What follows belongs to an exercise in optimizing a design on an open flow for small area and a short achievable clock period; a production flow would make more cautious choices.
Function was checked by simulation only, so behaviour that the tests miss may differ from the original.
Power and IR drop assume default switching activity.

## 02-26
// dds_phase_accumulator_mc
module dds_phase_accumulator_mc #(
  parameter int NUM_CH = 4,
  parameter int ACC_W  = 32,
  parameter int OUT_W  = 12,
  localparam int CH_W  = dds_pkg::ch_width(NUM_CH)
) (
  input  logic                    clock,
  input  logic                    reset,
  input  logic                    enable,
  input  logic                    cfg_valid,
  output logic                    cfg_ready,
  input  logic [CH_W-1:0]         cfg_ch,
  input  logic [1:0]              cfg_sel,
  input  logic [ACC_W-1:0]        cfg_data,
  input  logic                    update,
  input  logic [NUM_CH-1:0]       sync_clear,
  input  logic [NUM_CH-1:0]       sweep_en,
  output logic [NUM_CH*OUT_W-1:0] phase_out,
  output logic [NUM_CH-1:0]       wrap,
  output logic [NUM_CH-1:0]       sweep_done
);
For scale: about 110 I/O pins, about 0.063 mm² of cells after synthesis.
Settings: LEC_CHECK=0, CAP_MARGIN=20, CORE_MARGIN=2, CORE_UTILIZATION=55, SETUP_SLACK_MARGIN=3.3, SLEW_MARGIN=20, SYNTH_HIERARCHICAL=1; clock period 5.8 ns.
run.sh (not shown) runs the stock make flow with config.mk's settings and CLKGATE_MAP_FILE= SYNTH_SCRIPT=/design/flow/synth_recipe.tcl, a recipe that flattens the netlist after the stock synthesis.
diff inputs: 02-26 => 05-02
- SETUP_SLACK_MARGIN: 3.3 -> 3.2
- CTS_CLUSTER_SIZE: unset -> 20
- CORE_UTILIZATION: 55 -> 40
- CTS_CLUSTER_DIAMETER: unset -> 80
--- outcome ---
[diff] maximum vdd ir drop, 05-02 relative to 02-26: regression. From 02-26 to 05-02 the numbers moved as follows: met2 demand-to-capacity share in global routing lost 16 points; measured slew at the worst slew-check pin saw an increase; total chip power shrank by 7.8%; number of multi-input combinational cells in the layout held steady; synthesized area was more or less identical. 05-02 packs its core looser than 02-26. [05-02] combinational share of power rose 2.4 points relative to 02-26.


== build 27 ==
dds_phase_accumulator_mc again, from the RTL that the note above started with.
==> flow/config.mk <==
export PLATFORM = sky130hd
export DESIGN_NAME = dds_phase_accumulator_mc
export DESIGN_NICKNAME = dds_phase_accumulator_mc
export VERILOG_FILES = /design/flow/design.v
export SDC_FILE = /design/flow/constraint.sdc
export NUM_CORES = 4
export LEC_CHECK = 0
export CAP_MARGIN = 20
export CORE_MARGIN = 2
export CORE_UTILIZATION = 40
export CTS_CLUSTER_DIAMETER = 90
export CTS_CLUSTER_SIZE = 24
export SETUP_SLACK_MARGIN = 3.0
export SLEW_MARGIN = 20
export SYNTH_HIERARCHICAL = 1
==> flow/constraint.sdc <==
create_clock -name core_clock -period 5.8 [get_ports {clock}]
set_input_delay 1.1600 -clock core_clock [delete_from_list [all_inputs] [get_ports {clock}]]
set_output_delay 1.1600 -clock core_clock [all_outputs]
set_load 0.01 [all_outputs]
diff inputs: build 27 => build 9
- a change of SETUP_SLACK_MARGIN from 3.0 to 2.8
- a change of CORE_UTILIZATION from 40 to 60
- a deleted CTS_CLUSTER_DIAMETER that had been 90
- a deleted CTS_CLUSTER_SIZE that had been 24
==> run summary <==
- First-pass iteration count of the detailed router: build 9 vs build 27 identical
- [compare] base=build 27 new=build 9: global-route wire length before repair shrank by 7.8 mm, final wirelength now sits lower, effective utilization at floorplan climbed 20 points, maximum frequency dropped about 3.3%.
- In the tables for build 9 and build 27, count of inserted antenna diode cells reads lower with build 9.
- Summary of the comparison: multi-input gate share of total cell area is lower in build 9, relative to build 27.
- Diff build 27 -> build 9: worst setup margin went down; core utilization went up; average vias per placed instance went up; clock latency on the worst-skew pair did not really move.
Inputs modified between build 9 and build 60:
- setting CTS_CLUSTER_SIZE to 20 for the first time
- setting CTS_CLUSTER_DIAMETER to 80 for the first time
- changing CORE_UTILIZATION from 60 to 55
- changing SETUP_SLACK_MARGIN from 2.8 to 3.1
Notes after the runs:
Build 60: full flow OK, the timing, design-rule and antenna checks passed. In build 60 relative to build 9, design area had gone up slightly. Taking build 9 as the reference, in build 60 wire length of the first global-routing pass grew by about 2.3%, y dimension of the die grew by 4.4%, worst endpoint data arrival time grew by 60 ps, fraction of area in clock buffers and inverters shrank by 3.2 points.
### build 60 -> build 92
- a change of SETUP_SLACK_MARGIN from 3.1 to 3.0
- a change of CORE_UTILIZATION from 55 to 48
==> comparison <==
- Build 92 vs build 60: number of clock-tree buffers in the layout down by a few percent
- Going from build 60 to build 92, number of CTS-inserted buffers climbed 2; multi-input logic portion of the cell area comparable; period utilization shows an increase of 4.3 points; routed wire length has decreased; summed area of non-filler cells in the final layout lower.
- Build 92 against build 60; full die area is up by more than 10%.


dds_phase_accumulator_mc again, from the RTL that the note above started with.
Settings: LEC_CHECK=0, CAP_MARGIN=20, CORE_MARGIN=2, CORE_UTILIZATION=45, CTS_CLUSTER_DIAMETER=60, CTS_CLUSTER_SIZE=16, SETUP_SLACK_MARGIN=3.15, SLEW_MARGIN=20, SYNTH_HIERARCHICAL=1; clock period 5.8 ns.
The baseline produced a clean layout.
Change:
Settings changed: CORE_UTILIZATION 45 to 55, CTS_CLUSTER_DIAMETER 60 to default, CTS_CLUSTER_SIZE 16 to default, SETUP_SLACK_MARGIN 3.15 to 3.1.
Outcome:
- The changed run finished clean
- non-clock buffer count drops by 16
- total power goes down by about 1.4%
- via count came out higher by about 0.7%
- routed wire length went up by 0.69%
- clock power rises by about 7%
- design area went down by 0.75%
- worst setup slack is better by 0.12 ns
- critical path depth is higher by 10
- maximum frequency went up by 4.2%
Change:
Settings changed: CORE_UTILIZATION 55 to 42, CTS_CLUSTER_DIAMETER from default to 80, CTS_CLUSTER_SIZE from default to 20.
=> Routed wire length rises by 0.71%; design area falls by about 2%; power falls by about 7%; sequential cell count is unchanged; first-iteration DRC count falls by 10%; utilization falls by 16 points; sequential power hardly moves.
Change:
Settings changed: CORE_UTILIZATION 42 to 60, SETUP_SLACK_MARGIN 3.1 to 2.95.
Cell count went down by 8.8%.
Via count went down by 0.60%.
Final area came out lower by 3.8%.
Non-clock buffer count fell by 71.
Routed wire length is lower by 5.8%.
Sequential share of layout area went up by 1.3 points.
Synthesized cell count is unchanged.
Change:
Settings changed: CORE_UTILIZATION 60 to 45, SETUP_SLACK_MARGIN 2.95 to 3.1.
The new run finished with timing, DRC and antenna clean.
Total power went up by 4.6%.
Final cell count went up by 7.5%.
Global-route usage went down by 6.8 points.
Routed wire length went up by 4.6%.
Sequential power stays flat.
Area after synthesis is unchanged.
Via count barely changes.
Worst setup slack improves by 0.27 ns.
Change:
Settings changed: CORE_UTILIZATION 45 to 55, CTS_CLUSTER_DIAMETER 80 to 100, CTS_CLUSTER_SIZE 20 to 30.
What happened: The new run finished clean; worst hold slack barely changes; routed wire length goes down by 0.61%; utilization goes up by 11 points; final area fell by 1.1%; via count climbs by 0.35%; register-to-register slack loses 0.06 ns; count of clock-buffer cells in the layout goes down by 40.

==> re-timing with driven ports <==
The results above use ideal ports. As a check the final layouts listed here were re-extracted and re-timed, cells and wires unchanged.
Step 1 assumes that a clkbuf_16 drives the clock port and a buf_2 every other input.
Step 2, shift: input delay + t, output delay - t, t = (earliest + latest rising clock arrival at the registers) / 2. This alone moves slack from input paths to output paths.
a / b / c = no drivers / after step 1 / after step 2; a / b = the first two.
run | t (ns) | setup slack, ns | clock arrival spread, ns | worst register clock-pin slew, ns
02-26 | 0.814 | 3.023 / 3.023 / 2.397 | 0.020 / 0.019 | 0.06 / 0.06
05-02 | 0.800 | 2.919 / 2.919 / 2.317 | 0.051 / 0.051 | 0.09 / 0.09
build 27 | 0.810 | 2.849 / 2.779 / 1.969 | 0.046 / 0.045 | 0.10 / 0.10
build 9 | 0.817 | 2.750 / 2.705 / 1.888 | 0.031 / 0.032 | 0.06 / 0.06
build 60 | 0.747 | 2.959 / 2.959 / 2.398 | 0.032 / 0.032 | 0.10 / 0.10
build 92 | 0.770 | 2.711 / 2.631 / 1.861 | 0.038 / 0.038 | 0.09 / 0.09
the first run of note 3 | 0.824 | 2.911 / 2.841 / 2.017 | 0.045 / 0.046 | 0.08 / 0.08
the second run of note 3 | 0.820 | 3.029 / 3.029 / 2.325 | 0.031 / 0.031 | 0.07 / 0.07
the third run of note 3 | 0.788 | 3.040 / 3.040 / 2.332 | 0.045 / 0.044 | 0.09 / 0.09
the fourth run of note 3 | 0.738 | 2.717 / 2.708 / 1.969 | 0.027 / 0.027 | 0.09 / 0.09
the fifth run of note 3 | 0.770 | 2.984 / 2.959 / 2.189 | 0.041 / 0.041 | 0.09 / 0.09
the sixth run of note 3 | 0.768 | 2.971 / 2.971 / 2.280 | 0.031 / 0.031 | 0.12 / 0.12
After both steps setup and hold are still met in every run listed. The setup slack of the first run of note 3, which loses most, moves by -0.070 ns with the drivers and by -0.894 ns with both steps.
